This design comes from an exercise in tuning for small area and few clock cycles per item on the open sky130 flow, not from production work.
Only simulation tests tie the RTL to the original design; equivalence was not proved.

==> flow/design.v, too long to show whole: its modules and the start of the top module <==
// module escc_sum_q: 180 lines
// module escc_sum_r: 91 lines
// module escc_sum_q4: 33 lines
// module escc_sum_days: 147 lines
// module escc_sum_sod: 79 lines
// module escc_sum_r4: 103 lines
// module escc_sum_hh: 19 lines
// module escc_sum_rs: 58 lines
// module escc_sum_tot: 216 lines
// module escc_sum_min: 41 lines
// module escc_dpath: 187 lines
// module epoch_seconds_calendar_converter: 57 lines
module epoch_seconds_calendar_converter (
  input  logic        clk,
  input  logic        rst_n,
  input  logic        in_valid,
  output logic        in_ready,
  input  logic        in_op,
  input  logic [31:0] in_epoch_seconds,
  input  logic [7:0]  in_year,
  input  logic [3:0]  in_month,
  input  logic [4:0]  in_day,
  input  logic [4:0]  in_hour,
  input  logic [5:0]  in_minute,
  input  logic [5:0]  in_second,
  output logic        out_valid,
  input  logic        out_ready,
  output logic [31:0] res_seconds,
  output logic [7:0]  res_year,
  output logic [3:0]  res_month,
  output logic [4:0]  res_day,
  output logic [4:0]  res_hour,
  output logic [5:0]  res_minute,
  output logic [5:0]  res_second,
  output logic [1:0]  status
);
  // ...
==> flow/run.sh <==
#!/bin/bash
# synth_recipe.tcl (not shown) runs the flow's synth.tcl, then flattens the netlist and writes it again
# the make line also repeats each setting of config.mk as NAME=value (left out here)
make -C /OpenROAD-flow-scripts/flow DESIGN_CONFIG=/design/flow/config.mk WORK_HOME=/design/flow/orfs CLKGATE_MAP_FILE= SYNTH_SCRIPT=/design/flow/synth_recipe.tcl finish
==> flow/config.mk <==
export PLATFORM = sky130hd
export DESIGN_NAME = epoch_seconds_calendar_converter
export DESIGN_NICKNAME = epoch_seconds_calendar_converter
export VERILOG_FILES = /design/flow/design.v
export SDC_FILE = /design/flow/constraint.sdc
export NUM_CORES = 4
export LEC_CHECK = 0
export CAP_MARGIN = 20
export CORE_MARGIN = 2
export CORE_UTILIZATION = 40
export SLEW_MARGIN = 20
==> flow/constraint.sdc <==
create_clock -name core_clock -period 8.0 [get_ports {clk}]
set_input_delay 1.6000 -clock core_clock [delete_from_list [all_inputs] [get_ports {clk}]]
set_output_delay 1.6000 -clock core_clock [all_outputs]
set_load 0.01 [all_outputs]
==> flow_summary.rst, run 1 <==
.. list-table::
   :header-rows: 1

   * - Metric
     - Value
   * - Reg with most FFs
     - u_dp.r2
   * - Period utilization
     - 0.940
   * - Least-Margin Pin Slew
     - 0.907 ns
   * - CP peak stage delay
     - 0.60 ns
   * - Cell at the root of the clock tree
     - sky130_fd_sc_hd__clkbuf_16
   * - Grt met1 use
     - 0.231
   * - Highest metal layer used by the detailed router
     - met4
   * - Result of the run
     - complete, no violations
   * - Register bit total from synthesis
     - 115
   * - Combined area of all synthesized cells
     - 17900 µm²
   * - Post-synthesis share of cell area spent on and, or, nand and nor gates
     - 0.0997
   * - Yosys synthesis warning count
     - 2
   * - Biggest area consumer among synthesized cells
     - sky130_fd_sc_hd__fa_1
   * - Number of cell rows
     - 77
   * - Number of max-cap violations
     - 0
   * - Setup TNS after final layout
     - 0 ns
   * - Placed wire-length estimate after detailed placement
     - 34200 µm
   * - Std-Cell Core Area
     - 44200 µm²
   * - Final count of pins violating max slew
     - 0
   * - Vias in the first global route
     - 12769
   * - Port Buffers
     - 140
   * - Critical hold path startpoint
     - u_dp.bad_c
   * - Post_cts resized
     - 0
   * - Minimum clock period after layout
     - 7.52 ns
Testbench counts, summed over its fixed seeds: cycles 3,224, items 3,200.
==> module escc_sum_q, before the edit <==
module escc_sum_q (
  input  logic [24:0] a,
  output logic [19:0] s
);
  wire w1 = a[6] ^ ~a[8] ^ a[13];
  wire w2 = (a[6] & ~a[8]) | (a[6] & a[13]) | (~a[8] & a[13]);
  wire w3 = a[17] ^ a[18] ^ ~a[21];
  wire w4 = (a[17] & a[18]) | (a[17] & ~a[21]) | (a[18] & ~a[21]);
  wire w5 = a[7] ^ ~a[9] ^ a[14];
  wire w6 = (a[7] & ~a[9]) | (a[7] & a[14]) | (~a[9] & a[14]);
  wire w7 = a[18] ^ a[19] ^ ~a[22];
  wire w8 = (a[18] & a[19]) | (a[18] & ~a[22]) | (a[19] & ~a[22]);
  wire w9 = w2 ^ w4 ^ w5;
  wire w10 = (w2 & w4) | (w2 & w5) | (w4 & w5);
  wire w11 = a[8] ^ ~a[10] ^ a[15];
  wire w12 = (a[8] & ~a[10]) | (a[8] & a[15]) | (~a[10] & a[15]);
  wire w13 = a[19] ^ a[20] ^ ~a[23];
  wire w14 = (a[19] & a[20]) | (a[19] & ~a[23]) | (a[20] & ~a[23]);
  wire w15 = w6 ^ w8 ^ w11;
  wire w16 = (w6 & w8) | (w6 & w11) | (w8 & w11);
  wire w17 = w13 ^ w10 ^ w15;
  wire w18 = (w13 & w10) | (w13 & w15) | (w10 & w15);
  wire w19 = a[9] ^ ~a[11] ^ a[16];
  wire w20 = (a[9] & ~a[11]) | (a[9] & a[16]) | (~a[11] & a[16]);
  wire w21 = a[20] ^ a[21] ^ ~a[24];
  wire w22 = (a[20] & a[21]) | (a[20] & ~a[24]) | (a[21] & ~a[24]);
  wire w23 = w12 ^ w14 ^ w19;
  wire w24 = (w12 & w14) | (w12 & w19) | (w14 & w19);
  wire w25 = w21 ^ w16 ^ w23;
  wire w26 = (w21 & w16) | (w21 & w23) | (w16 & w23);
  wire w27 = ~a[12] ^ a[17] ^ a[21];
  wire w28 = (~a[12] & a[17]) | (~a[12] & a[21]) | (a[17] & a[21]);
  wire w29 = a[22] ^ ~a[10] ^ w20;
  wire w30 = (a[22] & ~a[10]) | (a[22] & w20) | (~a[10] & w20);
  wire w31 = w22 ^ w27 ^ w24;
  wire w32 = (w22 & w27) | (w22 & w24) | (w27 & w24);
  wire w33 = w29 ^ w26 ^ w31;
  wire w34 = (w29 & w26) | (w29 & w31) | (w26 & w31);
  wire w35 = ~a[13] ^ a[18] ^ a[22];
  wire w36 = (~a[13] & a[18]) | (~a[13] & a[22]) | (a[18] & a[22]);
  wire w37 = a[23] ^ a[10] ^ ~a[11];
  wire w38 = (a[23] & a[10]) | (a[23] & ~a[11]) | (a[10] & ~a[11]);
  wire w39 = w28 ^ w35 ^ w37;
  wire w40 = (w28 & w35) | (w28 & w37) | (w35 & w37);
  wire w41 = w30 ^ w39 ^ w32;
  wire w42 = (w30 & w39) | (w30 & w32) | (w39 & w32);
  wire w43 = ~a[14] ^ a[19] ^ a[23];
  wire w44 = (~a[14] & a[19]) | (~a[14] & a[23]) | (a[19] & a[23]);
  wire w45 = a[24] ^ a[11] ^ ~a[12];
  wire w46 = (a[24] & a[11]) | (a[24] & ~a[12]) | (a[11] & ~a[12]);
  wire w47 = w36 ^ w38 ^ w43;
  wire w48 = (w36 & w38) | (w36 & w43) | (w38 & w43);
  wire w49 = w45 ^ w40 ^ w47;
  wire w50 = (w45 & w40) | (w45 & w47) | (w40 & w47);
  wire w51 = ~a[15] ^ a[20] ^ a[24];
  wire w52 = (~a[15] & a[20]) | (~a[15] & a[24]) | (a[20] & a[24]);
  wire w53 = a[12] ^ ~a[13] ^ w44;
  wire w54 = (a[12] & ~a[13]) | (a[12] & w44) | (~a[13] & w44);
  wire w55 = w46 ^ w51 ^ w48;
  wire w56 = (w46 & w51) | (w46 & w48) | (w51 & w48);
  wire w57 = w53 ^ w50 ^ w55;
  wire w58 = (w53 & w50) | (w53 & w55) | (w50 & w55);
  wire w59 = ~a[16] ^ a[21] ^ a[13];
  wire w60 = (~a[16] & a[21]) | (~a[16] & a[13]) | (a[21] & a[13]);
  wire w61 = ~a[14] ^ w52 ^ w59;
  wire w62 = (~a[14] & w52) | (~a[14] & w59) | (w52 & w59);
  wire w63 = w54 ^ w61 ^ w56;
  wire w64 = (w54 & w61) | (w54 & w56) | (w61 & w56);
  wire w65 = ~a[17] ^ a[22] ^ a[14];
  wire w66 = (~a[17] & a[22]) | (~a[17] & a[14]) | (a[22] & a[14]);
  wire w67 = ~a[15] ^ w60 ^ w65;
  wire w68 = (~a[15] & w60) | (~a[15] & w65) | (w60 & w65);
  wire w69 = w62 ^ w67 ^ w64;
  wire w70 = (w62 & w67) | (w62 & w64) | (w67 & w64);
  wire w71 = ~a[18] ^ a[23] ^ a[15];
  wire w72 = (~a[18] & a[23]) | (~a[18] & a[15]) | (a[23] & a[15]);
  wire w73 = ~a[16] ^ w66 ^ w71;
  wire w74 = (~a[16] & w66) | (~a[16] & w71) | (w66 & w71);
  wire w75 = w68 ^ w73 ^ w70;
  wire w76 = (w68 & w73) | (w68 & w70) | (w73 & w70);
  wire w77 = ~a[19] ^ a[24] ^ a[16];
  wire w78 = (~a[19] & a[24]) | (~a[19] & a[16]) | (a[24] & a[16]);
  wire w79 = ~a[17] ^ w72 ^ w77;
  wire w80 = (~a[17] & w72) | (~a[17] & w77) | (w72 & w77);
  wire w81 = w74 ^ w79 ^ w76;
  wire w82 = (w74 & w79) | (w74 & w76) | (w79 & w76);
  wire w83 = a[20] ^ ~a[17] ^ a[18];
  wire w84 = (a[20] & ~a[17]) | (a[20] & a[18]) | (~a[17] & a[18]);
  wire w85 = w78 ^ ~w83 ^ w80;
  wire w86 = (w78 & ~w83) | (w78 & w80) | (~w83 & w80);
  wire w87 = a[21] ^ ~a[18] ^ a[19];
  wire w88 = (a[21] & ~a[18]) | (a[21] & a[19]) | (~a[18] & a[19]);
  wire w89 = w84 ^ w87 ^ ~w86;
  wire w90 = (w84 & w87) | (w84 & ~w86) | (w87 & ~w86);
  wire w91 = a[22] ^ ~a[19] ^ a[20];
  wire w92 = (a[22] & ~a[19]) | (a[22] & a[20]) | (~a[19] & a[20]);
  wire w93 = w88 ^ w91 ^ w90;
  wire w94 = (w88 & w91) | (w88 & w90) | (w91 & w90);
  wire w95 = a[23] ^ ~a[20] ^ a[21];
  wire w96 = (a[23] & ~a[20]) | (a[23] & a[21]) | (~a[20] & a[21]);
  wire w97 = w92 ^ w95 ^ w94;
  wire w98 = (w92 & w95) | (w92 & w94) | (w95 & w94);
  wire w99 = a[24] ^ ~a[21] ^ a[22];
  wire w100 = (a[24] & ~a[21]) | (a[24] & a[22]) | (~a[21] & a[22]);
  wire w101 = w96 ^ w99 ^ w98;
  wire w102 = (w96 & w99) | (w96 & w98) | (w99 & w98);
  wire w103 = a[23] ^ a[22] ^ ~w100;
  wire w104 = (a[23] & a[22]) | (a[23] & ~w100) | (a[22] & ~w100);
  wire w105 = w1 ^ w3;
  wire w106 = w1 & w3;
  wire w107 = w7 ^ w9 ^ w106;
  wire w108 = (w7 & w9) | (w7 & w106) | (w9 & w106);
  wire w109 = w17 ^ w108;
  wire w110 = w17 & w108;
  wire w111 = w18 ^ w25 ^ w110;
  wire w112 = (w18 & w25) | (w18 & w110) | (w25 & w110);
  wire w113 = w33 ^ w112;
  wire w114 = w33 & w112;
  wire w115 = w34 ^ w41 ^ w114;
  wire w116 = (w34 & w41) | (w34 & w114) | (w41 & w114);
  wire w117 = w42 ^ w49 ^ w116;
  wire w118 = (w42 & w49) | (w42 & w116) | (w49 & w116);
  wire w119 = w58 ^ w63;
  wire w120 = w58 & w63;
  wire w121 = w69 ^ w120;
  wire w122 = w69 & w120;
  wire w123 = w75 ^ w122;
  wire w124 = w75 & w122;
  wire w125 = w81 ^ w124;
  wire w126 = w81 & w124;
  wire w127 = w82 ^ w85 ^ w126;
  wire w128 = (w82 & w85) | (w82 & w126) | (w85 & w126);
  wire w129 = w89 ^ w128;
  wire w130 = ~w89 & w128;
  wire w131 = w57 ^ 1'b1;
  wire w132 = w57 & 1'b1;
  wire w133 = w58 ^ w63 ^ w132;
  wire w134 = (w58 & w63) | (w58 & w132) | (w63 & w132);
  wire w135 = w69 ^ w134;
  wire w136 = w69 & w134;
  wire w137 = w75 ^ w136;
  wire w138 = w75 & w136;
  wire w139 = w81 ^ w138;
  wire w140 = w81 & w138;
  wire w141 = w82 ^ w85 ^ w140;
  wire w142 = (w82 & w85) | (w82 & w140) | (w85 & w140);
  wire w143 = w89 ^ w142;
  wire w144 = ~w89 & w142;
  wire w145 = (w131 & w118) | (w57 & ~w118);
  wire w146 = (w133 & w118) | (w119 & ~w118);
  wire w147 = (w135 & w118) | (w121 & ~w118);
  wire w148 = (w137 & w118) | (w123 & ~w118);
  wire w149 = (w139 & w118) | (w125 & ~w118);
  wire w150 = (w141 & w118) | (w127 & ~w118);
  wire w151 = (~w143 & w118) | (~w129 & ~w118);
  wire w152 = w130 | (w144 & w118);
  wire w153 = w102 ^ w103;
  wire w154 = ~w102 & w103;
  wire w155 = w104 ^ ~a[24] ^ w154;
  wire w156 = (w104 & ~a[24]) | (w104 & w154) | (~a[24] & w154);
  wire w157 = a[24] ^ w156;
  wire w158 = w93 ^ 1'b1;
  wire w159 = ~w93 & 1'b1;
  wire w160 = w97 ^ w159;
  wire w161 = ~w97 & w159;
  wire w162 = w101 ^ w161;
  wire w163 = ~w101 & w161;
  wire w164 = ~w102 ^ w103 ^ w163;
  wire w165 = (~w102 & w103) | (~w102 & w163) | (w103 & w163);
  wire w166 = w104 ^ ~a[24] ^ w165;
  wire w167 = (w104 & ~a[24]) | (w104 & w165) | (~a[24] & w165);
  wire w168 = a[24] ^ w167;
  wire w169 = (~w158 & w152) | (~w93 & ~w152);
  wire w170 = (~w160 & w152) | (~w97 & ~w152);
  wire w171 = (~w162 & w152) | (~w101 & ~w152);
  wire w172 = (w164 & w152) | (~w153 & ~w152);
  wire w173 = (w166 & w152) | (w155 & ~w152);
  wire w174 = (~w168 & w152) | (~w157 & ~w152);
  assign s = {w174, w173, w172, w171, w170, w169, w151, w150, w149, w148, w147, w146, w145, w117, w115, w113, w111, w109, w107, w105};
endmodule
==> module escc_sum_r, before the edit <==
module escc_sum_r (
  input  logic [10:0] a,
  input  logic [10:0] q,
  output logic [10:0] s
);
  wire w1 = q[1] ^ q[0] ^ ~a[0];
  wire w2 = (q[1] & q[0]) | (q[1] & ~a[0]) | (q[0] & ~a[0]);
  wire w3 = ~a[2] ^ q[2] ^ q[1];
  wire w4 = (~a[2] & q[2]) | (~a[2] & q[1]) | (q[2] & q[1]);
  wire w5 = ~a[1] ^ w2 ^ w3;
  wire w6 = (~a[1] & w2) | (~a[1] & w3) | (w2 & w3);
  wire w7 = ~a[3] ^ q[3] ^ q[2];
  wire w8 = (~a[3] & q[3]) | (~a[3] & q[2]) | (q[3] & q[2]);
  wire w9 = w4 ^ w7 ^ w6;
  wire w10 = (w4 & w7) | (w4 & w6) | (w7 & w6);
  wire w11 = ~a[4] ^ q[4] ^ q[3];
  wire w12 = (~a[4] & q[4]) | (~a[4] & q[3]) | (q[4] & q[3]);
  wire w13 = w8 ^ w11 ^ w10;
  wire w14 = (w8 & w11) | (w8 & w10) | (w11 & w10);
  wire w15 = q[5] ^ q[4] ^ q[0];
  wire w16 = (q[5] & q[4]) | (q[5] & q[0]) | (q[4] & q[0]);
  wire w17 = a[5] ^ w12 ^ w15;
  wire w18 = (a[5] & w12) | (a[5] & w15) | (w12 & w15);
  wire w19 = ~a[6] ^ q[6] ^ q[5];
  wire w20 = (~a[6] & q[6]) | (~a[6] & q[5]) | (q[6] & q[5]);
  wire w21 = q[1] ^ ~a[5] ^ w16;
  wire w22 = (q[1] & ~a[5]) | (q[1] & w16) | (~a[5] & w16);
  wire w23 = w19 ^ w18 ^ w21;
  wire w24 = (w19 & w18) | (w19 & w21) | (w18 & w21);
  wire w25 = q[7] ^ q[6] ^ q[2];
  wire w26 = (q[7] & q[6]) | (q[7] & q[2]) | (q[6] & q[2]);
  wire w27 = q[0] ^ a[7] ^ w20;
  wire w28 = (q[0] & a[7]) | (q[0] & w20) | (a[7] & w20);
  wire w29 = w25 ^ w22 ^ w27;
  wire w30 = (w25 & w22) | (w25 & w27) | (w22 & w27);
  wire w31 = ~a[8] ^ q[8] ^ q[7];
  wire w32 = (~a[8] & q[8]) | (~a[8] & q[7]) | (q[8] & q[7]);
  wire w33 = q[3] ^ q[1] ^ ~a[7];
  wire w34 = (q[3] & q[1]) | (q[3] & ~a[7]) | (q[1] & ~a[7]);
  wire w35 = w26 ^ w31 ^ w33;
  wire w36 = (w26 & w31) | (w26 & w33) | (w31 & w33);
  wire w37 = w28 ^ w35 ^ w30;
  wire w38 = (w28 & w35) | (w28 & w30) | (w35 & w30);
  wire w39 = q[9] ^ q[8] ^ q[4];
  wire w40 = (q[9] & q[8]) | (q[9] & q[4]) | (q[8] & q[4]);
  wire w41 = q[2] ^ q[0] ^ a[9];
  wire w42 = (q[2] & q[0]) | (q[2] & a[9]) | (q[0] & a[9]);
  wire w43 = w32 ^ w34 ^ w39;
  wire w44 = (w32 & w34) | (w32 & w39) | (w34 & w39);
  wire w45 = w41 ^ w36 ^ w43;
  wire w46 = (w41 & w36) | (w41 & w43) | (w36 & w43);
  wire w47 = ~a[10] ^ q[10] ^ q[9];
  wire w48 = q[5] ^ q[3] ^ q[1];
  wire w49 = ~a[9] ^ w40 ^ w42;
  wire w50 = w47 ^ w48 ^ w44;
  wire w51 = w49 ^ w46 ^ w50;
  wire w52 = q[0] ^ a[0];
  wire w53 = q[0] | a[0];
  wire w54 = a[1] ^ w1 ^ w53;
  wire w55 = (a[1] & w1) | (a[1] & w53) | (w1 & w53);
  wire w56 = w5 ^ w55;
  wire w57 = w5 | w55;
  wire w58 = w9 ^ w57;
  wire w59 = w9 | w57;
  wire w60 = w13 ^ w59;
  wire w61 = w13 | w59;
  wire w62 = w14 ^ w17 ^ w61;
  wire w63 = (w14 & w17) | (w14 & w61) | (w17 & w61);
  wire w64 = w24 ^ w29;
  wire w65 = w24 | w29;
  wire w66 = w37 ^ w65;
  wire w67 = w37 | w65;
  wire w68 = w38 ^ w45 ^ w67;
  wire w69 = (w38 & w45) | (w38 & w67) | (w45 & w67);
  wire w70 = w51 ^ w69;
  wire w71 = w23 ^ 1'b1;
  wire w72 = ~w23 & 1'b1;
  wire w73 = w24 ^ w29 ^ ~w72;
  wire w74 = (w24 & w29) | (w24 & ~w72) | (w29 & ~w72);
  wire w75 = w37 ^ w74;
  wire w76 = w37 | w74;
  wire w77 = w38 ^ w45 ^ w76;
  wire w78 = (w38 & w45) | (w38 & w76) | (w45 & w76);
  wire w79 = w51 ^ w78;
  wire w80 = (~w71 & ~w63) | (~w23 & ~~w63);
  wire w81 = (~w73 & ~w63) | (w64 & ~~w63);
  wire w82 = (w75 & ~w63) | (w66 & ~~w63);
  wire w83 = (~w77 & ~w63) | (~w68 & ~~w63);
  wire w84 = (w79 & ~w63) | (w70 & ~~w63);
  assign s = {w84, w83, w82, w81, w80, ~w62, w60, w58, w56, ~w54, w52};
endmodule
==> module escc_sum_days, before the edit <==
module escc_sum_days (
  input  logic [7:0] y,
  input  logic [8:0] cum,
  input  logic [4:0] dm1,
  input  logic [0:0] c0,
  output logic [15:0] s
);
  wire w1 = y[0] ^ y[2] ^ cum[0];
  wire w2 = (y[0] & y[2]) | (y[0] & cum[0]) | (y[2] & cum[0]);
  wire w3 = dm1[0] ^ c0[0] ^ w1;
  wire w4 = (dm1[0] & c0[0]) | (dm1[0] & w1) | (c0[0] & w1);
  wire w5 = y[1] ^ y[3] ^ cum[1];
  wire w6 = (y[1] & y[3]) | (y[1] & cum[1]) | (y[3] & cum[1]);
  wire w7 = dm1[1] ^ w2 ^ w5;
  wire w8 = (dm1[1] & w2) | (dm1[1] & w5) | (w2 & w5);
  wire w9 = y[2] ^ y[0] ^ y[4];
  wire w10 = (y[2] & y[0]) | (y[2] & y[4]) | (y[0] & y[4]);
  wire w11 = cum[2] ^ dm1[2] ^ w6;
  wire w12 = (cum[2] & dm1[2]) | (cum[2] & w6) | (dm1[2] & w6);
  wire w13 = w9 ^ w8 ^ w11;
  wire w14 = (w9 & w8) | (w9 & w11) | (w8 & w11);
  wire w15 = y[3] ^ y[1] ^ y[0];
  wire w16 = (y[3] & y[1]) | (y[3] & y[0]) | (y[1] & y[0]);
  wire w17 = y[5] ^ cum[3] ^ dm1[3];
  wire w18 = (y[5] & cum[3]) | (y[5] & dm1[3]) | (cum[3] & dm1[3]);
  wire w19 = w10 ^ w15 ^ w17;
  wire w20 = (w10 & w15) | (w10 & w17) | (w15 & w17);
  wire w21 = w12 ^ w19 ^ w14;
  wire w22 = (w12 & w19) | (w12 & w14) | (w19 & w14);
  wire w23 = y[4] ^ y[2] ^ y[1];
  wire w24 = (y[4] & y[2]) | (y[4] & y[1]) | (y[2] & y[1]);
  wire w25 = y[6] ^ cum[4] ^ dm1[4];
  wire w26 = (y[6] & cum[4]) | (y[6] & dm1[4]) | (cum[4] & dm1[4]);
  wire w27 = w16 ^ w18 ^ w23;
  wire w28 = (w16 & w18) | (w16 & w23) | (w18 & w23);
  wire w29 = w25 ^ w20 ^ w27;
  wire w30 = (w25 & w20) | (w25 & w27) | (w20 & w27);
  wire w31 = y[5] ^ y[3] ^ y[2];
  wire w32 = (y[5] & y[3]) | (y[5] & y[2]) | (y[3] & y[2]);
  wire w33 = y[0] ^ y[7] ^ cum[5];
  wire w34 = (y[0] & y[7]) | (y[0] & cum[5]) | (y[7] & cum[5]);
  wire w35 = w24 ^ w26 ^ w31;
  wire w36 = (w24 & w26) | (w24 & w31) | (w26 & w31);
  wire w37 = w33 ^ w28 ^ w35;
  wire w38 = (w33 & w28) | (w33 & w35) | (w28 & w35);
  wire w39 = y[6] ^ y[4] ^ y[3];
  wire w40 = (y[6] & y[4]) | (y[6] & y[3]) | (y[4] & y[3]);
  wire w41 = y[1] ^ y[0] ^ cum[6];
  wire w42 = (y[1] & y[0]) | (y[1] & cum[6]) | (y[0] & cum[6]);
  wire w43 = w32 ^ w34 ^ w39;
  wire w44 = (w32 & w34) | (w32 & w39) | (w34 & w39);
  wire w45 = w41 ^ w36 ^ w43;
  wire w46 = (w41 & w36) | (w41 & w43) | (w36 & w43);
  wire w47 = y[7] ^ y[5] ^ y[4];
  wire w48 = (y[7] & y[5]) | (y[7] & y[4]) | (y[5] & y[4]);
  wire w49 = y[2] ^ y[1] ^ cum[7];
  wire w50 = (y[2] & y[1]) | (y[2] & cum[7]) | (y[1] & cum[7]);
  wire w51 = w40 ^ w42 ^ w47;
  wire w52 = (w40 & w42) | (w40 & w47) | (w42 & w47);
  wire w53 = w49 ^ w44 ^ w51;
  wire w54 = (w49 & w44) | (w49 & w51) | (w44 & w51);
  wire w55 = y[6] ^ y[5] ^ y[3];
  wire w56 = (y[6] & y[5]) | (y[6] & y[3]) | (y[5] & y[3]);
  wire w57 = y[2] ^ y[0] ^ cum[8];
  wire w58 = (y[2] & y[0]) | (y[2] & cum[8]) | (y[0] & cum[8]);
  wire w59 = w48 ^ w50 ^ w55;
  wire w60 = (w48 & w50) | (w48 & w55) | (w50 & w55);
  wire w61 = w57 ^ w52 ^ w59;
  wire w62 = (w57 & w52) | (w57 & w59) | (w52 & w59);
  wire w63 = y[7] ^ y[6] ^ y[4];
  wire w64 = (y[7] & y[6]) | (y[7] & y[4]) | (y[6] & y[4]);
  wire w65 = y[3] ^ y[1] ^ w56;
  wire w66 = (y[3] & y[1]) | (y[3] & w56) | (y[1] & w56);
  wire w67 = w58 ^ w63 ^ w60;
  wire w68 = (w58 & w63) | (w58 & w60) | (w63 & w60);
  wire w69 = w65 ^ w62 ^ w67;
  wire w70 = (w65 & w62) | (w65 & w67) | (w62 & w67);
  wire w71 = y[7] ^ y[5] ^ y[4];
  wire w72 = (y[7] & y[5]) | (y[7] & y[4]) | (y[5] & y[4]);
  wire w73 = y[2] ^ w64 ^ w71;
  wire w74 = (y[2] & w64) | (y[2] & w71) | (w64 & w71);
  wire w75 = w66 ^ w73 ^ w68;
  wire w76 = (w66 & w73) | (w66 & w68) | (w73 & w68);
  wire w77 = y[6] ^ y[5] ^ y[3];
  wire w78 = (y[6] & y[5]) | (y[6] & y[3]) | (y[5] & y[3]);
  wire w79 = w72 ^ w77 ^ w74;
  wire w80 = (w72 & w77) | (w72 & w74) | (w77 & w74);
  wire w81 = y[7] ^ y[6] ^ y[4];
  wire w82 = (y[7] & y[6]) | (y[7] & y[4]) | (y[6] & y[4]);
  wire w83 = w78 ^ w81 ^ w80;
  wire w84 = (w78 & w81) | (w78 & w80) | (w81 & w80);
  wire w85 = y[7] ^ y[5] ^ w82;
  wire w86 = (y[7] & y[5]) | (y[7] & w82) | (y[5] & w82);
  wire w87 = w4 ^ w7;
  wire w88 = w4 & w7;
  wire w89 = w13 ^ w88;
  wire w90 = w13 & w88;
  wire w91 = w21 ^ w90;
  wire w92 = w21 & w90;
  wire w93 = w22 ^ w29 ^ w92;
  wire w94 = (w22 & w29) | (w22 & w92) | (w29 & w92);
  wire w95 = w30 ^ w37 ^ w94;
  wire w96 = (w30 & w37) | (w30 & w94) | (w37 & w94);
  wire w97 = w38 ^ w45 ^ w96;
  wire w98 = (w38 & w45) | (w38 & w96) | (w45 & w96);
  wire w99 = w46 ^ w53 ^ w98;
  wire w100 = (w46 & w53) | (w46 & w98) | (w53 & w98);
  wire w101 = w54 ^ w61;
  wire w102 = w54 & w61;
  wire w103 = w69 ^ w102;
  wire w104 = w69 & w102;
  wire w105 = w70 ^ w75 ^ w104;
  wire w106 = (w70 & w75) | (w70 & w104) | (w75 & w104);
  wire w107 = w76 ^ w79 ^ w106;
  wire w108 = (w76 & w79) | (w76 & w106) | (w79 & w106);
  wire w109 = w83 ^ w108;
  wire w110 = w83 & w108;
  wire w111 = w84 ^ w85 ^ w110;
  wire w112 = (w84 & w85) | (w84 & w110) | (w85 & w110);
  wire w113 = y[6] ^ w86 ^ w112;
  wire w114 = (y[6] & w86) | (y[6] & w112) | (w86 & w112);
  wire w115 = y[7] ^ w114;
  wire w116 = w54 ^ w61 ^ 1'b1;
  wire w117 = (w54 & w61) | (w54 & 1'b1) | (w61 & 1'b1);
  wire w118 = w69 ^ w117;
  wire w119 = w69 & w117;
  wire w120 = w70 ^ w75 ^ w119;
  wire w121 = (w70 & w75) | (w70 & w119) | (w75 & w119);
  wire w122 = w76 ^ w79 ^ w121;
  wire w123 = (w76 & w79) | (w76 & w121) | (w79 & w121);
  wire w124 = w83 ^ w123;
  wire w125 = w83 & w123;
  wire w126 = w84 ^ w85 ^ w125;
  wire w127 = (w84 & w85) | (w84 & w125) | (w85 & w125);
  wire w128 = y[6] ^ w86 ^ w127;
  wire w129 = (y[6] & w86) | (y[6] & w127) | (w86 & w127);
  wire w130 = y[7] ^ w129;
  wire w131 = (w116 & w100) | (w101 & ~w100);
  wire w132 = (w118 & w100) | (w103 & ~w100);
  wire w133 = (w120 & w100) | (w105 & ~w100);
  wire w134 = (w122 & w100) | (w107 & ~w100);
  wire w135 = (w124 & w100) | (w109 & ~w100);
  wire w136 = (w126 & w100) | (w111 & ~w100);
  wire w137 = (w128 & w100) | (w113 & ~w100);
  wire w138 = (w130 & w100) | (w115 & ~w100);
  assign s = {w138, w137, w136, w135, w134, w133, w132, w131, w99, w97, w95, w93, w91, w89, w87, w3};
endmodule
==> module escc_sum_r4, before the edit <==
module escc_sum_r4 (
  input  logic [11:0] q,
  input  logic [5:0] q4,
  input  logic [0:0] e,
  output logic [11:0] s
);
  wire w1 = q[0] ^ e[0] ^ ~q4[0];
  wire w2 = (q[0] & e[0]) | (q[0] & ~q4[0]) | (e[0] & ~q4[0]);
  wire w3 = q4[1] ^ q[1] ^ ~w2;
  wire w4 = (q4[1] & q[1]) | (q4[1] & ~w2) | (q[1] & ~w2);
  wire w5 = ~q[2] ^ q4[2] ^ q4[0];
  wire w6 = (~q[2] & q4[2]) | (~q[2] & q4[0]) | (q4[2] & q4[0]);
  wire w7 = ~q[1] ^ w5 ^ w4;
  wire w8 = (~q[1] & w5) | (~q[1] & w4) | (w5 & w4);
  wire w9 = ~q[3] ^ q4[3] ^ q4[1];
  wire w10 = (~q[3] & q4[3]) | (~q[3] & q4[1]) | (q4[3] & q4[1]);
  wire w11 = w6 ^ w9 ^ w8;
  wire w12 = (w6 & w9) | (w6 & w8) | (w9 & w8);
  wire w13 = ~q[4] ^ q4[4] ^ q4[2];
  wire w14 = (~q[4] & q4[4]) | (~q[4] & q4[2]) | (q4[4] & q4[2]);
  wire w15 = q4[0] ^ w10 ^ w13;
  wire w16 = (q4[0] & w10) | (q4[0] & w13) | (w10 & w13);
  wire w17 = q4[5] ^ q4[3] ^ q4[1];
  wire w18 = (q4[5] & q4[3]) | (q4[5] & q4[1]) | (q4[3] & q4[1]);
  wire w19 = q4[0] ^ q[5] ^ w14;
  wire w20 = (q4[0] & q[5]) | (q4[0] & w14) | (q[5] & w14);
  wire w21 = w17 ^ w16 ^ w19;
  wire w22 = (w17 & w16) | (w17 & w19) | (w16 & w19);
  wire w23 = q4[4] ^ q4[2] ^ q4[1];
  wire w24 = (q4[4] & q4[2]) | (q4[4] & q4[1]) | (q4[2] & q4[1]);
  wire w25 = ~q[5] ^ q[6] ^ w18;
  wire w26 = (~q[5] & q[6]) | (~q[5] & w18) | (q[6] & w18);
  wire w27 = w23 ^ w20 ^ w25;
  wire w28 = (w23 & w20) | (w23 & w25) | (w20 & w25);
  wire w29 = q4[5] ^ q4[3] ^ q4[2];
  wire w30 = (q4[5] & q4[3]) | (q4[5] & q4[2]) | (q4[3] & q4[2]);
  wire w31 = q4[0] ^ ~q[6] ^ q[7];
  wire w32 = (q4[0] & ~q[6]) | (q4[0] & q[7]) | (~q[6] & q[7]);
  wire w33 = w24 ^ w29 ^ w31;
  wire w34 = (w24 & w29) | (w24 & w31) | (w29 & w31);
  wire w35 = w26 ^ w33 ^ w28;
  wire w36 = (w26 & w33) | (w26 & w28) | (w33 & w28);
  wire w37 = q4[4] ^ q4[3] ^ q4[1];
  wire w38 = (q4[4] & q4[3]) | (q4[4] & q4[1]) | (q4[3] & q4[1]);
  wire w39 = q4[0] ^ ~q[7] ^ q[8];
  wire w40 = (q4[0] & ~q[7]) | (q4[0] & q[8]) | (~q[7] & q[8]);
  wire w41 = w30 ^ w32 ^ w37;
  wire w42 = (w30 & w32) | (w30 & w37) | (w32 & w37);
  wire w43 = w39 ^ w34 ^ w41;
  wire w44 = (w39 & w34) | (w39 & w41) | (w34 & w41);
  wire w45 = ~q[9] ^ q4[5] ^ q4[4];
  wire w46 = (~q[9] & q4[5]) | (~q[9] & q4[4]) | (q4[5] & q4[4]);
  wire w47 = q4[2] ^ q4[1] ^ ~q[8];
  wire w48 = (q4[2] & q4[1]) | (q4[2] & ~q[8]) | (q4[1] & ~q[8]);
  wire w49 = w38 ^ w40 ^ w45;
  wire w50 = (w38 & w40) | (w38 & w45) | (w40 & w45);
  wire w51 = w47 ^ w42 ^ w49;
  wire w52 = (w47 & w42) | (w47 & w49) | (w42 & w49);
  wire w53 = ~q[10] ^ q4[5] ^ q4[3];
  wire w54 = (~q[10] & q4[5]) | (~q[10] & q4[3]) | (q4[5] & q4[3]);
  wire w55 = q4[2] ^ q4[0] ^ w46;
  wire w56 = (q4[2] & q4[0]) | (q4[2] & w46) | (q4[0] & w46);
  wire w57 = w48 ^ w53 ^ w50;
  wire w58 = (w48 & w53) | (w48 & w50) | (w53 & w50);
  wire w59 = w55 ^ w52 ^ w57;
  wire w60 = (w55 & w52) | (w55 & w57) | (w52 & w57);
  wire w61 = q4[4] ^ q4[3] ^ q4[1];
  wire w62 = q[11] ^ w54 ^ w61;
  wire w63 = w56 ^ w62 ^ w58;
  wire w64 = w12 ^ w15;
  wire w65 = w12 | w15;
  wire w66 = w21 ^ w65;
  wire w67 = w21 | w65;
  wire w68 = w22 ^ w27;
  wire w69 = w22 | w27;
  wire w70 = w35 ^ w69;
  wire w71 = w35 | w69;
  wire w72 = w36 ^ w43 ^ w71;
  wire w73 = (w36 & w43) | (w36 & w71) | (w43 & w71);
  wire w74 = w44 ^ w51 ^ w73;
  wire w75 = (w44 & w51) | (w44 & w73) | (w51 & w73);
  wire w76 = w59 ^ w75;
  wire w77 = w59 | w75;
  wire w78 = w60 ^ w63 ^ w77;
  wire w79 = w22 ^ w27 ^ ~1'b1;
  wire w80 = (w22 & w27) | (w22 & ~1'b1) | (w27 & ~1'b1);
  wire w81 = w35 ^ w80;
  wire w82 = w35 | w80;
  wire w83 = w36 ^ w43 ^ w82;
  wire w84 = (w36 & w43) | (w36 & w82) | (w43 & w82);
  wire w85 = w44 ^ w51 ^ w84;
  wire w86 = (w44 & w51) | (w44 & w84) | (w51 & w84);
  wire w87 = w59 ^ w86;
  wire w88 = w59 | w86;
  wire w89 = w60 ^ w63 ^ w88;
  wire w90 = (~w79 & ~w67) | (w68 & ~~w67);
  wire w91 = (w81 & ~w67) | (w70 & ~~w67);
  wire w92 = (~w83 & ~w67) | (~w72 & ~~w67);
  wire w93 = (~w85 & ~w67) | (~w74 & ~~w67);
  wire w94 = (w87 & ~w67) | (w76 & ~~w67);
  wire w95 = (~w89 & ~w67) | (~w78 & ~~w67);
  assign s = {w95, w94, w93, w92, w91, w90, w66, w64, ~w11, ~w7, ~w3, w1};
endmodule
==> run 2, diff against run 1 <==
--- a/flow/design.v
+++ b/flow/design.v
@@ -140,63 +140,57 @@
   wire w116 = (w34 & w41) | (w34 & w114) | (w41 & w114);
   wire w117 = w42 ^ w49 ^ w116;
   wire w118 = (w42 & w49) | (w42 & w116) | (w49 & w116);
-  wire w119 = w58 ^ w63;
-  wire w120 = w58 & w63;
-  wire w121 = w69 ^ w120;
-  wire w122 = w69 & w120;
-  wire w123 = w75 ^ w122;
-  wire w124 = w75 & w122;
-  wire w125 = w81 ^ w124;
-  wire w126 = w81 & w124;
-  wire w127 = w82 ^ w85 ^ w126;
-  wire w128 = (w82 & w85) | (w82 & w126) | (w85 & w126);
-  wire w129 = w89 ^ w128;
-  wire w130 = ~w89 & w128;
-  wire w131 = w57 ^ 1'b1;
-  wire w132 = w57 & 1'b1;
-  wire w133 = w58 ^ w63 ^ w132;
-  wire w134 = (w58 & w63) | (w58 & w132) | (w63 & w132);
-  wire w135 = w69 ^ w134;
-  wire w136 = w69 & w134;
-  wire w137 = w75 ^ w136;
-  wire w138 = w75 & w136;
-  wire w139 = w81 ^ w138;
-  wire w140 = w81 & w138;
-  wire w141 = w82 ^ w85 ^ w140;
-  wire w142 = (w82 & w85) | (w82 & w140) | (w85 & w140);
-  wire w143 = w89 ^ w142;
-  wire w144 = ~w89 & w142;
-  wire w145 = (w131 & w118) | (w57 & ~w118);
-  wire w146 = (w133 & w118) | (w119 & ~w118);
-  wire w147 = (w135 & w118) | (w121 & ~w118);
-  wire w148 = (w137 & w118) | (w123 & ~w118);
-  wire w149 = (w139 & w118) | (w125 & ~w118);
-  wire w150 = (w141 & w118) | (w127 & ~w118);
-  wire w151 = (~w143 & w118) | (~w129 & ~w118);
-  wire w152 = w130 | (w144 & w118);
-  wire w153 = w102 ^ w103;
-  wire w154 = ~w102 & w103;
-  wire w155 = w104 ^ ~a[24] ^ w154;
-  wire w156 = (w104 & ~a[24]) | (w104 & w154) | (~a[24] & w154);
-  wire w157 = a[24] ^ w156;
-  wire w158 = w93 ^ 1'b1;
-  wire w159 = ~w93 & 1'b1;
-  wire w160 = w97 ^ w159;
-  wire w161 = ~w97 & w159;
-  wire w162 = w101 ^ w161;
-  wire w163 = ~w101 & w161;
-  wire w164 = ~w102 ^ w103 ^ w163;
-  wire w165 = (~w102 & w103) | (~w102 & w163) | (w103 & w163);
-  wire w166 = w104 ^ ~a[24] ^ w165;
-  wire w167 = (w104 & ~a[24]) | (w104 & w165) | (~a[24] & w165);
-  wire w168 = a[24] ^ w167;
-  wire w169 = (~w158 & w152) | (~w93 & ~w152);
-  wire w170 = (~w160 & w152) | (~w97 & ~w152);
-  wire w171 = (~w162 & w152) | (~w101 & ~w152);
-  wire w172 = (w164 & w152) | (~w153 & ~w152);
-  wire w173 = (w166 & w152) | (w155 & ~w152);
-  wire w174 = (~w168 & w152) | (~w157 & ~w152);
-  assign s = {w174, w173, w172, w171, w170, w169, w151, w150, w149, w148, w147, w146, w145, w117, w115, w113, w111, w109, w107, w105};
+  wire w119 = w57 ^ w118;
+  wire w120 = w57 & w118;
+  wire w121 = w58 ^ w63 ^ w120;
+  wire w122 = (w58 & w63) | (w58 & w120) | (w63 & w120);
+  wire w123 = w69 ^ w122;
+  wire w124 = w69 & w122;
+  wire w125 = w82 ^ w85;
+  wire w126 = w82 & w85;
+  wire w127 = w89 ^ w126;
+  wire w128 = ~w89 & w126;
+  wire w129 = w93 ^ w128;
+  wire w130 = ~w93 & w128;
+  wire w131 = w97 ^ w130;
+  wire w132 = ~w97 & w130;
+  wire w133 = w101 ^ w132;
+  wire w134 = ~w101 & w132;
+  wire w135 = ~w102 ^ w103 ^ w134;
+  wire w136 = (~w102 & w103) | (~w102 & w134) | (w103 & w134);
+  wire w137 = w104 ^ ~a[24] ^ w136;
+  wire w138 = (w104 & ~a[24]) | (w104 & w136) | (~a[24] & w136);
+  wire w139 = a[24] ^ w138;
+  wire w140 = w75 ^ 1'b1;
+  wire w141 = w75 & 1'b1;
+  wire w142 = w81 ^ w141;
+  wire w143 = w81 & w141;
+  wire w144 = w82 ^ w85 ^ w143;
+  wire w145 = (w82 & w85) | (w82 & w143) | (w85 & w143);
+  wire w146 = w89 ^ w145;
+  wire w147 = ~w89 & w145;
+  wire w148 = w93 ^ w147;
+  wire w149 = ~w93 & w147;
+  wire w150 = w97 ^ w149;
+  wire w151 = ~w97 & w149;
+  wire w152 = w101 ^ w151;
+  wire w153 = ~w101 & w151;
+  wire w154 = ~w102 ^ w103 ^ w153;
+  wire w155 = (~w102 & w103) | (~w102 & w153) | (w103 & w153);
+  wire w156 = w104 ^ ~a[24] ^ w155;
+  wire w157 = (w104 & ~a[24]) | (w104 & w155) | (~a[24] & w155);
+  wire w158 = a[24] ^ w157;
+  wire w159 = (w140 & w124) | (w75 & ~w124);
+  wire w160 = (w142 & w124) | (w81 & ~w124);
+  wire w161 = (w144 & w124) | (w125 & ~w124);
+  wire w162 = (~w146 & w124) | (~w127 & ~w124);
+  wire w163 = (~w148 & w124) | (~w129 & ~w124);
+  wire w164 = (~w150 & w124) | (~w131 & ~w124);
+  wire w165 = (~w152 & w124) | (~w133 & ~w124);
+  wire w166 = (w154 & w124) | (w135 & ~w124);
+  wire w167 = (w156 & w124) | (w137 & ~w124);
+  wire w168 = (~w158 & w124) | (~w139 & ~w124);
+  assign s = {w168, w167, w166, w165, w164, w163, w162, w161, w160, w159, w123, w121, w119, w117, w115, w113, w111, w109, w107, w105};
 endmodule
 module escc_sum_r (
   input  logic [10:0] a,
@@ -266,28 +260,16 @@
   wire w61 = w13 | w59;
   wire w62 = w14 ^ w17 ^ w61;
   wire w63 = (w14 & w17) | (w14 & w61) | (w17 & w61);
-  wire w64 = w24 ^ w29;
-  wire w65 = w24 | w29;
-  wire w66 = w37 ^ w65;
-  wire w67 = w37 | w65;
-  wire w68 = w38 ^ w45 ^ w67;
-  wire w69 = (w38 & w45) | (w38 & w67) | (w45 & w67);
-  wire w70 = w51 ^ w69;
-  wire w71 = w23 ^ 1'b1;
-  wire w72 = ~w23 & 1'b1;
-  wire w73 = w24 ^ w29 ^ ~w72;
-  wire w74 = (w24 & w29) | (w24 & ~w72) | (w29 & ~w72);
-  wire w75 = w37 ^ w74;
-  wire w76 = w37 | w74;
-  wire w77 = w38 ^ w45 ^ w76;
-  wire w78 = (w38 & w45) | (w38 & w76) | (w45 & w76);
-  wire w79 = w51 ^ w78;
-  wire w80 = (~w71 & ~w63) | (~w23 & ~~w63);
-  wire w81 = (~w73 & ~w63) | (w64 & ~~w63);
-  wire w82 = (w75 & ~w63) | (w66 & ~~w63);
-  wire w83 = (~w77 & ~w63) | (~w68 & ~~w63);
-  wire w84 = (w79 & ~w63) | (w70 & ~~w63);
-  assign s = {w84, w83, w82, w81, w80, ~w62, w60, w58, w56, ~w54, w52};
+  wire w64 = w23 ^ w63;
+  wire w65 = w23 | w63;
+  wire w66 = w24 ^ w29 ^ w65;
+  wire w67 = (w24 & w29) | (w24 & w65) | (w29 & w65);
+  wire w68 = w37 ^ w67;
+  wire w69 = w37 | w67;
+  wire w70 = w38 ^ w45 ^ w69;
+  wire w71 = (w38 & w45) | (w38 & w69) | (w45 & w69);
+  wire w72 = w51 ^ w71;
+  assign s = {w72, ~w70, w68, ~w66, w64, ~w62, w60, w58, w56, ~w54, w52};
 endmodule
 module escc_sum_q4 (
   input  logic [15:0] q,
@@ -429,12 +411,12 @@
   wire w98 = (w38 & w45) | (w38 & w96) | (w45 & w96);
   wire w99 = w46 ^ w53 ^ w98;
   wire w100 = (w46 & w53) | (w46 & w98) | (w53 & w98);
-  wire w101 = w54 ^ w61;
-  wire w102 = w54 & w61;
+  wire w101 = w54 ^ w61 ^ w100;
+  wire w102 = (w54 & w61) | (w54 & w100) | (w61 & w100);
   wire w103 = w69 ^ w102;
   wire w104 = w69 & w102;
-  wire w105 = w70 ^ w75 ^ w104;
-  wire w106 = (w70 & w75) | (w70 & w104) | (w75 & w104);
+  wire w105 = w70 ^ w75;
+  wire w106 = w70 & w75;
   wire w107 = w76 ^ w79 ^ w106;
   wire w108 = (w76 & w79) | (w76 & w106) | (w79 & w106);
   wire w109 = w83 ^ w108;
@@ -444,30 +426,24 @@
   wire w113 = y[6] ^ w86 ^ w112;
   wire w114 = (y[6] & w86) | (y[6] & w112) | (w86 & w112);
   wire w115 = y[7] ^ w114;
-  wire w116 = w54 ^ w61 ^ 1'b1;
-  wire w117 = (w54 & w61) | (w54 & 1'b1) | (w61 & 1'b1);
-  wire w118 = w69 ^ w117;
-  wire w119 = w69 & w117;
-  wire w120 = w70 ^ w75 ^ w119;
-  wire w121 = (w70 & w75) | (w70 & w119) | (w75 & w119);
-  wire w122 = w76 ^ w79 ^ w121;
-  wire w123 = (w76 & w79) | (w76 & w121) | (w79 & w121);
-  wire w124 = w83 ^ w123;
-  wire w125 = w83 & w123;
-  wire w126 = w84 ^ w85 ^ w125;
-  wire w127 = (w84 & w85) | (w84 & w125) | (w85 & w125);
-  wire w128 = y[6] ^ w86 ^ w127;
-  wire w129 = (y[6] & w86) | (y[6] & w127) | (w86 & w127);
-  wire w130 = y[7] ^ w129;
-  wire w131 = (w116 & w100) | (w101 & ~w100);
-  wire w132 = (w118 & w100) | (w103 & ~w100);
-  wire w133 = (w120 & w100) | (w105 & ~w100);
-  wire w134 = (w122 & w100) | (w107 & ~w100);
-  wire w135 = (w124 & w100) | (w109 & ~w100);
-  wire w136 = (w126 & w100) | (w111 & ~w100);
-  wire w137 = (w128 & w100) | (w113 & ~w100);
-  wire w138 = (w130 & w100) | (w115 & ~w100);
-  assign s = {w138, w137, w136, w135, w134, w133, w132, w131, w99, w97, w95, w93, w91, w89, w87, w3};
+  wire w116 = w70 ^ w75 ^ 1'b1;
+  wire w117 = (w70 & w75) | (w70 & 1'b1) | (w75 & 1'b1);
+  wire w118 = w76 ^ w79 ^ w117;
+  wire w119 = (w76 & w79) | (w76 & w117) | (w79 & w117);
+  wire w120 = w83 ^ w119;
+  wire w121 = w83 & w119;
+  wire w122 = w84 ^ w85 ^ w121;
+  wire w123 = (w84 & w85) | (w84 & w121) | (w85 & w121);
+  wire w124 = y[6] ^ w86 ^ w123;
+  wire w125 = (y[6] & w86) | (y[6] & w123) | (w86 & w123);
+  wire w126 = y[7] ^ w125;
+  wire w127 = (w116 & w104) | (w105 & ~w104);
+  wire w128 = (w118 & w104) | (w107 & ~w104);
+  wire w129 = (w120 & w104) | (w109 & ~w104);
+  wire w130 = (w122 & w104) | (w111 & ~w104);
+  wire w131 = (w124 & w104) | (w113 & ~w104);
+  wire w132 = (w126 & w104) | (w115 & ~w104);
+  assign s = {w132, w131, w130, w129, w128, w127, w103, w101, w99, w97, w95, w93, w91, w89, w87, w3};
 endmodule
 module escc_sum_sod (
   input  logic [4:0] h,
@@ -621,8 +597,8 @@
   wire w65 = w12 | w15;
   wire w66 = w21 ^ w65;
   wire w67 = w21 | w65;
-  wire w68 = w22 ^ w27;
-  wire w69 = w22 | w27;
+  wire w68 = w22 ^ w27 ^ w67;
+  wire w69 = (w22 & w27) | (w22 & w67) | (w27 & w67);
   wire w70 = w35 ^ w69;
   wire w71 = w35 | w69;
   wire w72 = w36 ^ w43 ^ w71;
@@ -632,24 +608,7 @@
   wire w76 = w59 ^ w75;
   wire w77 = w59 | w75;
   wire w78 = w60 ^ w63 ^ w77;
-  wire w79 = w22 ^ w27 ^ ~1'b1;
-  wire w80 = (w22 & w27) | (w22 & ~1'b1) | (w27 & ~1'b1);
-  wire w81 = w35 ^ w80;
-  wire w82 = w35 | w80;
-  wire w83 = w36 ^ w43 ^ w82;
-  wire w84 = (w36 & w43) | (w36 & w82) | (w43 & w82);
-  wire w85 = w44 ^ w51 ^ w84;
-  wire w86 = (w44 & w51) | (w44 & w84) | (w51 & w84);
-  wire w87 = w59 ^ w86;
-  wire w88 = w59 | w86;
-  wire w89 = w60 ^ w63 ^ w88;
-  wire w90 = (~w79 & ~w67) | (w68 & ~~w67);
-  wire w91 = (w81 & ~w67) | (w70 & ~~w67);
-  wire w92 = (~w83 & ~w67) | (~w72 & ~~w67);
-  wire w93 = (~w85 & ~w67) | (~w74 & ~~w67);
-  wire w94 = (w87 & ~w67) | (w76 & ~~w67);
-  wire w95 = (~w89 & ~w67) | (~w78 & ~~w67);
-  assign s = {w95, w94, w93, w92, w91, w90, w66, w64, ~w11, ~w7, ~w3, w1};
+  assign s = {~w78, w76, ~w74, ~w72, w70, ~w68, w66, w64, ~w11, ~w7, ~w3, w1};
 endmodule
 module escc_sum_hh (
   input  logic [10:0] r,
@@ -702,31 +661,18 @@
   wire w25 = w1 & ~w23;
   wire w26 = w3 ^ w25;
   wire w27 = w3 & w25;
-  wire w28 = w8 ^ w9;
-  wire w29 = w8 & ~w9;
-  wire w30 = w13 ^ w29;
-  wire w31 = ~w13 & w29;
-  wire w32 = w14 ^ w17 ^ ~w31;
-  wire w33 = (w14 & w17) | (w14 & ~w31) | (w17 & ~w31);
-  wire w34 = w21 ^ w33;
-  wire w35 = w5 ^ 1'b1;
-  wire w36 = w5 & 1'b1;
-  wire w37 = w7 ^ w36;
-  wire w38 = w7 & w36;
-  wire w39 = w8 ^ ~w9 ^ w38;
-  wire w40 = (w8 & ~w9) | (w8 & w38) | (~w9 & w38);
-  wire w41 = w13 ^ w40;
-  wire w42 = ~w13 & w40;
-  wire w43 = w14 ^ w17 ^ ~w42;
-  wire w44 = (w14 & w17) | (w14 & ~w42) | (w17 & ~w42);
-  wire w45 = w21 ^ w44;
-  wire w46 = (w35 & w27) | (w5 & ~w27);
-  wire w47 = (w37 & w27) | (w7 & ~w27);
-  wire w48 = (w39 & w27) | (~w28 & ~w27);
-  wire w49 = (~w41 & w27) | (~w30 & ~w27);
-  wire w50 = (~w43 & w27) | (~w32 & ~w27);
-  wire w51 = (w45 & w27) | (w34 & ~w27);
-  assign s = {w51, w50, w49, w48, w47, w46, w26, ~w24, w22, x[3], x[2], x[1], x[0]};
+  wire w28 = w5 ^ w27;
+  wire w29 = w5 & w27;
+  wire w30 = w7 ^ w29;
+  wire w31 = w7 & w29;
+  wire w32 = w8 ^ ~w9 ^ w31;
+  wire w33 = (w8 & ~w9) | (w8 & w31) | (~w9 & w31);
+  wire w34 = w13 ^ w33;
+  wire w35 = ~w13 & w33;
+  wire w36 = w14 ^ w17 ^ ~w35;
+  wire w37 = (w14 & w17) | (w14 & ~w35) | (w17 & ~w35);
+  wire w38 = w21 ^ w37;
+  assign s = {w38, ~w36, ~w34, w32, w30, w28, w26, ~w24, w22, x[3], x[2], x[1], x[0]};
 endmodule
 module escc_sum_tot (
   input  logic [15:0] days,
@@ -857,92 +803,73 @@
   wire w122 = w11 & w120;
   wire w123 = w12 ^ w15 ^ w122;
   wire w124 = (w12 & w15) | (w12 & w122) | (w15 & w122);
-  wire w125 = w22 ^ w27;
-  wire w126 = w22 & w27;
-  wire w127 = w35 ^ w126;
-  wire w128 = w35 & w126;
-  wire w129 = w43 ^ w128;
-  wire w130 = w43 & w128;
-  wire w131 = w51 ^ w130;
-  wire w132 = w51 & w130;
-  wire w133 = w59 ^ w132;
-  wire w134 = w59 & w132;
-  wire w135 = w67 ^ w134;
-  wire w136 = w67 & w134;
-  wire w137 = w21 ^ 1'b1;
-  wire w138 = w21 & 1'b1;
-  wire w139 = w22 ^ w27 ^ w138;
-  wire w140 = (w22 & w27) | (w22 & w138) | (w27 & w138);
-  wire w141 = w35 ^ w140;
-  wire w142 = w35 & w140;
-  wire w143 = w43 ^ w142;
-  wire w144 = w43 & w142;
-  wire w145 = w51 ^ w144;
-  wire w146 = w51 & w144;
-  wire w147 = w59 ^ w146;
-  wire w148 = w59 & w146;
-  wire w149 = w67 ^ w148;
-  wire w150 = w67 & w148;
-  wire w151 = (w137 & w124) | (w21 & ~w124);
-  wire w152 = (w139 & w124) | (w125 & ~w124);
-  wire w153 = (w141 & w124) | (w127 & ~w124);
-  wire w154 = (w143 & w124) | (w129 & ~w124);
-  wire w155 = (w145 & w124) | (w131 & ~w124);
-  wire w156 = (w147 & w124) | (w133 & ~w124);
-  wire w157 = (w149 & w124) | (w135 & ~w124);
-  wire w158 = w136 | (w150 & w124);
-  wire w159 = w84 ^ w89;
-  wire w160 = w84 & w89;
-  wire w161 = w90 ^ w93 ^ w160;
-  wire w162 = (w90 & w93) | (w90 & w160) | (w93 & w160);
-  wire w163 = w97 ^ w162;
-  wire w164 = w97 & w162;
-  wire w165 = w101 ^ w164;
-  wire w166 = w101 & w164;
-  wire w167 = w75 ^ 1'b1;
-  wire w168 = w75 & 1'b1;
-  wire w169 = w83 ^ w168;
-  wire w170 = w83 & w168;
-  wire w171 = w84 ^ w89 ^ w170;
-  wire w172 = (w84 & w89) | (w84 & w170) | (w89 & w170);
-  wire w173 = w90 ^ w93 ^ w172;
-  wire w174 = (w90 & w93) | (w90 & w172) | (w93 & w172);
-  wire w175 = w97 ^ w174;
-  wire w176 = w97 & w174;
-  wire w177 = w101 ^ w176;
-  wire w178 = w101 & w176;
-  wire w179 = (w167 & w158) | (w75 & ~w158);
-  wire w180 = (w169 & w158) | (w83 & ~w158);
-  wire w181 = (w171 & w158) | (w159 & ~w158);
-  wire w182 = (w173 & w158) | (w161 & ~w158);
-  wire w183 = (w175 & w158) | (w163 & ~w158);
-  wire w184 = (w177 & w158) | (w165 & ~w158);
-  wire w185 = w166 | (w178 & w158);
-  wire w186 = w106 ^ w107;
-  wire w187 = w106 & w107;
-  wire w188 = w109 ^ w187;
-  wire w189 = w109 & w187;
-  wire w190 = days[14] ^ w110 ^ w189;
-  wire w191 = (days[14] & w110) | (days[14] & w189) | (w110 & w189);
-  wire w192 = days[15] ^ w191;
-  wire w193 = days[15] & w191;
-  wire w194 = w105 ^ 1'b1;
-  wire w195 = w105 & 1'b1;
-  wire w196 = w106 ^ w107 ^ w195;
-  wire w197 = (w106 & w107) | (w106 & w195) | (w107 & w195);
-  wire w198 = w109 ^ w197;
-  wire w199 = w109 & w197;
-  wire w200 = days[14] ^ w110 ^ w199;
-  wire w201 = (days[14] & w110) | (days[14] & w199) | (w110 & w199);
-  wire w202 = days[15] ^ w201;
-  wire w203 = days[15] & w201;
-  wire w204 = (w194 & w185) | (w105 & ~w185);
-  wire w205 = (w196 & w185) | (w186 & ~w185);
-  wire w206 = (w198 & w185) | (w188 & ~w185);
-  wire w207 = (w200 & w185) | (w190 & ~w185);
-  wire w208 = (w202 & w185) | (w192 & ~w185);
-  wire w209 = (w203 & w185) | (w193 & ~w185);
-  assign s = {w209, w208, w207, w206, w205, w204, w184, w183, w182, w181, w180, w179, w157, w156, w155, w154, w153, w152, w151, w123, w121, w119, w117, w115, w113, w111, sod[6], sod[5], sod[4], sod[3], sod[2], sod[1], sod[0]};
+  wire w125 = w21 ^ w124;
+  wire w126 = w21 & w124;
+  wire w127 = w22 ^ w27 ^ w126;
+  wire w128 = (w22 & w27) | (w22 & w126) | (w27 & w126);
+  wire w129 = w84 ^ w89;
+  wire w130 = w84 & w89;
+  wire w131 = w90 ^ w93 ^ w130;
+  wire w132 = (w90 & w93) | (w90 & w130) | (w93 & w130);
+  wire w133 = w35 ^ 1'b1;
+  wire w134 = w35 & 1'b1;
+  wire w135 = w43 ^ w134;
+  wire w136 = w43 & w134;
+  wire w137 = w51 ^ w136;
+  wire w138 = w51 & w136;
+  wire w139 = w59 ^ w138;
+  wire w140 = w59 & w138;
+  wire w141 = w67 ^ w140;
+  wire w142 = w67 & w140;
+  wire w143 = w75 ^ w142;
+  wire w144 = w75 & w142;
+  wire w145 = w83 ^ w144;
+  wire w146 = w83 & w144;
+  wire w147 = w84 ^ w89 ^ w146;
+  wire w148 = (w84 & w89) | (w84 & w146) | (w89 & w146);
+  wire w149 = w90 ^ w93 ^ w148;
+  wire w150 = (w90 & w93) | (w90 & w148) | (w93 & w148);
+  wire w151 = (w133 & w128) | (w35 & ~w128);
+  wire w152 = (w135 & w128) | (w43 & ~w128);
+  wire w153 = (w137 & w128) | (w51 & ~w128);
+  wire w154 = (w139 & w128) | (w59 & ~w128);
+  wire w155 = (w141 & w128) | (w67 & ~w128);
+  wire w156 = (w143 & w128) | (w75 & ~w128);
+  wire w157 = (w145 & w128) | (w83 & ~w128);
+  wire w158 = (w147 & w128) | (w129 & ~w128);
+  wire w159 = (w149 & w128) | (w131 & ~w128);
+  wire w160 = w132 | (w150 & w128);
+  wire w161 = w106 ^ w107;
+  wire w162 = w106 & w107;
+  wire w163 = w109 ^ w162;
+  wire w164 = w109 & w162;
+  wire w165 = days[14] ^ w110 ^ w164;
+  wire w166 = (days[14] & w110) | (days[14] & w164) | (w110 & w164);
+  wire w167 = days[15] ^ w166;
+  wire w168 = days[15] & w166;
+  wire w169 = w97 ^ 1'b1;
+  wire w170 = w97 & 1'b1;
+  wire w171 = w101 ^ w170;
+  wire w172 = w101 & w170;
+  wire w173 = w105 ^ w172;
+  wire w174 = w105 & w172;
+  wire w175 = w106 ^ w107 ^ w174;
+  wire w176 = (w106 & w107) | (w106 & w174) | (w107 & w174);
+  wire w177 = w109 ^ w176;
+  wire w178 = w109 & w176;
+  wire w179 = days[14] ^ w110 ^ w178;
+  wire w180 = (days[14] & w110) | (days[14] & w178) | (w110 & w178);
+  wire w181 = days[15] ^ w180;
+  wire w182 = days[15] & w180;
+  wire w183 = (w169 & w160) | (w97 & ~w160);
+  wire w184 = (w171 & w160) | (w101 & ~w160);
+  wire w185 = (w173 & w160) | (w105 & ~w160);
+  wire w186 = (w175 & w160) | (w161 & ~w160);
+  wire w187 = (w177 & w160) | (w163 & ~w160);
+  wire w188 = (w179 & w160) | (w165 & ~w160);
+  wire w189 = (w181 & w160) | (w167 & ~w160);
+  wire w190 = (w182 & w160) | (w168 & ~w160);
+  assign s = {w190, w189, w188, w187, w186, w185, w184, w183, w159, w158, w157, w156, w155, w154, w153, w152, w151, w127, w125, w123, w121, w119, w117, w115, w113, w111, sod[6], sod[5], sod[4], sod[3], sod[2], sod[1], sod[0]};
 endmodule
 module escc_sum_min (
   input  logic [9:0] y,
==> flow/flow/run.sh (new file) <==
#!/bin/bash
# The standard layout (bash standard.sh), with the port buffers that global placement
# inserts made from sky130_fd_sc_hd__buf_1 instead of the resizer's default pick.
# Each step's full output goes to its own log file here; ORFS keeps its per-step logs
# under orfs/logs/.
set -euo pipefail
export BUFFER_PORTS_ARGS="-buffer_cell sky130_fd_sc_hd__buf_1"
bash standard.sh synth > synth.log 2>&1
bash standard.sh "BUFFER_PORTS_ARGS=$BUFFER_PORTS_ARGS" finish > layout.log 2>&1
==> flow/standard.sh (new file) <==
#!/bin/bash
# synth_recipe.tcl (not shown) runs the flow's synth.tcl, then flattens the netlist and writes it again
# the make line also repeats each setting of config.mk as NAME=value (left out here)
make -C /OpenROAD-flow-scripts/flow DESIGN_CONFIG=/design/flow/config.mk WORK_HOME=/design/flow/orfs CLKGATE_MAP_FILE= SYNTH_SCRIPT=/design/flow/synth_recipe.tcl "${@:-finish}"
removed: flow/run.sh
==> run 2 against run 1 <==
Net effect: clock skew down 0.0028 ns; largest cell class unchanged; synthesized cell count down 5.0%.
==> flow_summary.rst, run 2 <==
.. list-table::
   :header-rows: 1

   * - Metric
     - Value
   * - Clock tree from TritonCTS
     - yes
   * - Period utilization
     - 0.943 (+0.00298)
   * - Post-CTS Repair Setup Buffers
     - 0
   * - Netlist cell types
     - 75
   * - CP peak stage delay
     - 0.51 ns (-0.09 ns)
   * - DRT antenna net count
     - 0
   * - Least-Margin Pin Slew
     - 0.945 ns (+0.0379 ns)
   * - I/O pin cnt
     - 141
   * - Routability congestion estimate from global placement
     - 0.887
   * - Count of flip-flops with a built-in enable after synthesis
     - 112
   * - Launching element type of the critical path
     - flip-flop
   * - Top library cells by usage in the layout, fill and taps aside
     - 375 x sky130_fd_sc_hd__inv_1, 296 x sky130_fd_sc_hd__fa_1, 139 x sky130_fd_sc_hd__buf_1
   * - Synthesized-area fraction occupied by ao, oa, aoi and oai cells
     - 0.0886
   * - Minimum clock period after layout
     - 7.54 ns (+0.0238 ns)
   * - Biggest area consumer among synthesized cells
     - sky130_fd_sc_hd__fa_1
   * - First-pass GRT wire length
     - 62900 µm
   * - Critical path class
     - reg -> reg
   * - Arrival time of the worst setup path
     - 7.68 ns
   * - Cell with the most instances after synthesis
     - sky130_fd_sc_hd__inv_1
   * - Combined area of all synthesized cells
     - 17200 µm² (-4.1%)
   * - Adder and majority cell fraction of the synthesized area
     - 0.445
   * - Area added between synthesis and finish
     - 10.2%
   * - Leading cell type in the layout, fill and taps excluded
     - sky130_fd_sc_hd__inv_1
   * - Reg-to-reg startpoint
     - u_dp.r2[20]
   * - Port Buffers
     - 140 (unchanged)
   * - Result of the run
     - complete, no violations
   * - Worst r2r dst
     - u_dp.r3[25]
   * - Setup TNS after final layout
     - 0 ns (unchanged)
   * - Area of the multi-input gates
     - 12100 µm²
   * - Detailed-route wire length per cell
     - 16.4 µm
   * - Placed inst area
     - 18300 µm²
   * - DR DRC count
     - 0
   * - Vias in the first global route
     - 12095 (-5.3%)
   * - Largest registers ranked by flip-flop count
     - u_dp.r2 x37, u_dp.r3 x35, u_dp.r1 x34
   * - Share of cell area taken by muxes after synthesis
     - 0.0375
   * - Post-synthesis share of cell area spent on and, or, nand and nor gates
     - 0.0920 (-0.00764)
   * - Std-Cell Core Area
     - 42100 µm² (-4.7%)
   * - Total wirelength of the detailed-routed design
     - 38200 µm
   * - Count of clock tree sinks
     - 115
   * - Yosys synthesis warning count
     - 2 (unchanged)
   * - Reg with most FFs
     - u_dp.r2
   * - Final Cell Area
     - 18900 µm²
   * - Number of cells on the worst reg-to-reg path
     - 32
   * - Final count of pins violating max slew
     - 0 (unchanged)
   * - End point of the worst hold path
     - u_dp.bad_d
   * - Post_cts resized
     - 0 (unchanged)
   * - Worst hold stages
     - 0
   * - Number of max-cap violations
     - 0 (unchanged)
   * - Classification of the worst-slack hold path
     - reg -> reg
   * - Ratio of cells with drive above 1 in the final layout
     - 0.0596
   * - Xor/xnor cell area share of the yosys netlist
     - 0.0439
   * - Endpoints failing hold
     - 0
   * - Placed wire-length estimate after detailed placement
     - 32500 µm (-4.8%)
   * - Fraction of synthesized cell area taken by the top area cell type
     - 0.345
   * - Number of cell rows
     - 75 (-2.6%)
   * - Count of antenna diodes in the layout
     - 0
   * - Register bit total from synthesis
     - 115 (unchanged)
   * - First-pass iteration count of the detailed router
     - 5
   * - Ranking of synthesized cells by instance count
     - 376 x sky130_fd_sc_hd__inv_1, 296 x sky130_fd_sc_hd__fa_1, 135 x sky130_fd_sc_hd__ha_1
   * - Maximum level of the CTS H-tree
     - 4
   * - Routed vias/inst
     - 4.92
   * - Clock Skews
     - 0.0128 ns
   * - Cell at the root of the clock tree
     - sky130_fd_sc_hd__clkbuf_16
   * - Critical hold path startpoint
     - u_dp.bad_c
   * - Async S/R FF share, synth
     - 0
run 2: worst max-delay path by stage:
| stage | from | end | slack (ns) | depth (start not counted) |
|---|---|---|---|---|
| after floorplan | u_dp.r2[19] | u_dp.r3[25] | 0.67 | 34 |
| after global placement | in_epoch_seconds[26] | u_dp.r1[20] | 0.35 | 29 |
| after detailed placement | in_epoch_seconds[26] | u_dp.r1[30] | 0.26 | 29 |
| after CTS | u_dp.r2[20] | u_dp.r3[25] | 0.43 | 32 |
| after global routing | u_dp.r2[20] | u_dp.r3[25] | 0.05 | 32 |
| final | u_dp.r2[20] | u_dp.r3[25] | 0.46 | 32 |
run 2: final cells by class:
type / instances / area share
clock buffers: 21 / 0.0238
clock inverters: 11 / 0.00933
inverters: 376 / 0.0748
multi-input cells: 1119 / 0.642
flip-flops and latches: 115 / 0.181
well taps: 539 / 0.0357
repair buffers: 154 / 0.0334
run 2: critical path: cells and delay by family, from the launching register on:
kind | cells | cell delay (ns)
flops | 1 | 0.51
compound gates | 8 | 1.66
buf+inv | 6 | 0.81
simple gates | 2 | 0.26
fa+ha+maj | 11 | 3.15
xor+xnor | 5 | 0.87
run 2: per-stage QoR:
step,hold WS [ns],setup slack (ns),cells
2_1_floorplan,0.400,0.669,1657
3_3_place_gp,0.408,0.346,2303
3_5_place_dp,0.406,0.262,2303
4_1_cts,0.419,0.429,2335
5_1_grt,0.439,0.0460,2335
6_report,0.417,0.459,2335
run 2: routing by layer:
metal,track usage,wire [µm],vias to the layer above
met5,0,0,-
met4,0.0393,561,0
met3,0.0220,1320,36
met2,0.317,19400,223
met1,0.236,16900,5693
li1,-,-,5541
run 2: kinds of logic (layout without fill, tap and decap cells):
group / Yosys count / in the layout
simple gates: 311 / 311
xor+xnor: 83 / 83
buf+inv: 423 / 562
flops: 115 / 115
mux: 60 / 60
compound gates: 232 / 232
fa+ha+maj: 433 / 433
Testbench counts of run 2, summed over its fixed seeds: cycles 3,224, items 3,200.

port drivers added, routing unchanged:
In the flow no input, the clock included, has a driving cell. The finished layouts below were timed again as built, in two steps. Step 1 assumes that a clkbuf_16 drives the clock port and a buf_2 every other input. Step 2 adds t to the input delays and takes it off the output delays; t is the mean of the earliest and latest rising clock arrival at the registers after step 1. Input paths then give back, and output paths get back, about the clock's delay inside the block. Three values: no drivers, after step 1, after step 2; two values: the first two.
run	shift t [ns]	slack for setup (ns)	worst hold slack (ns)
run 1	0.476	0.483 / 0.432 / 0.700	0.422 / 0.422 / 0.422
run 2	0.465	0.459 / 0.459 / 0.308	0.417 / 0.417 / 0.417
After both steps setup and hold are still met in every run listed. For run 2, which loses most, drivers alone change the setup slack by 0.000 ns; drivers and shift together by -0.151 ns.
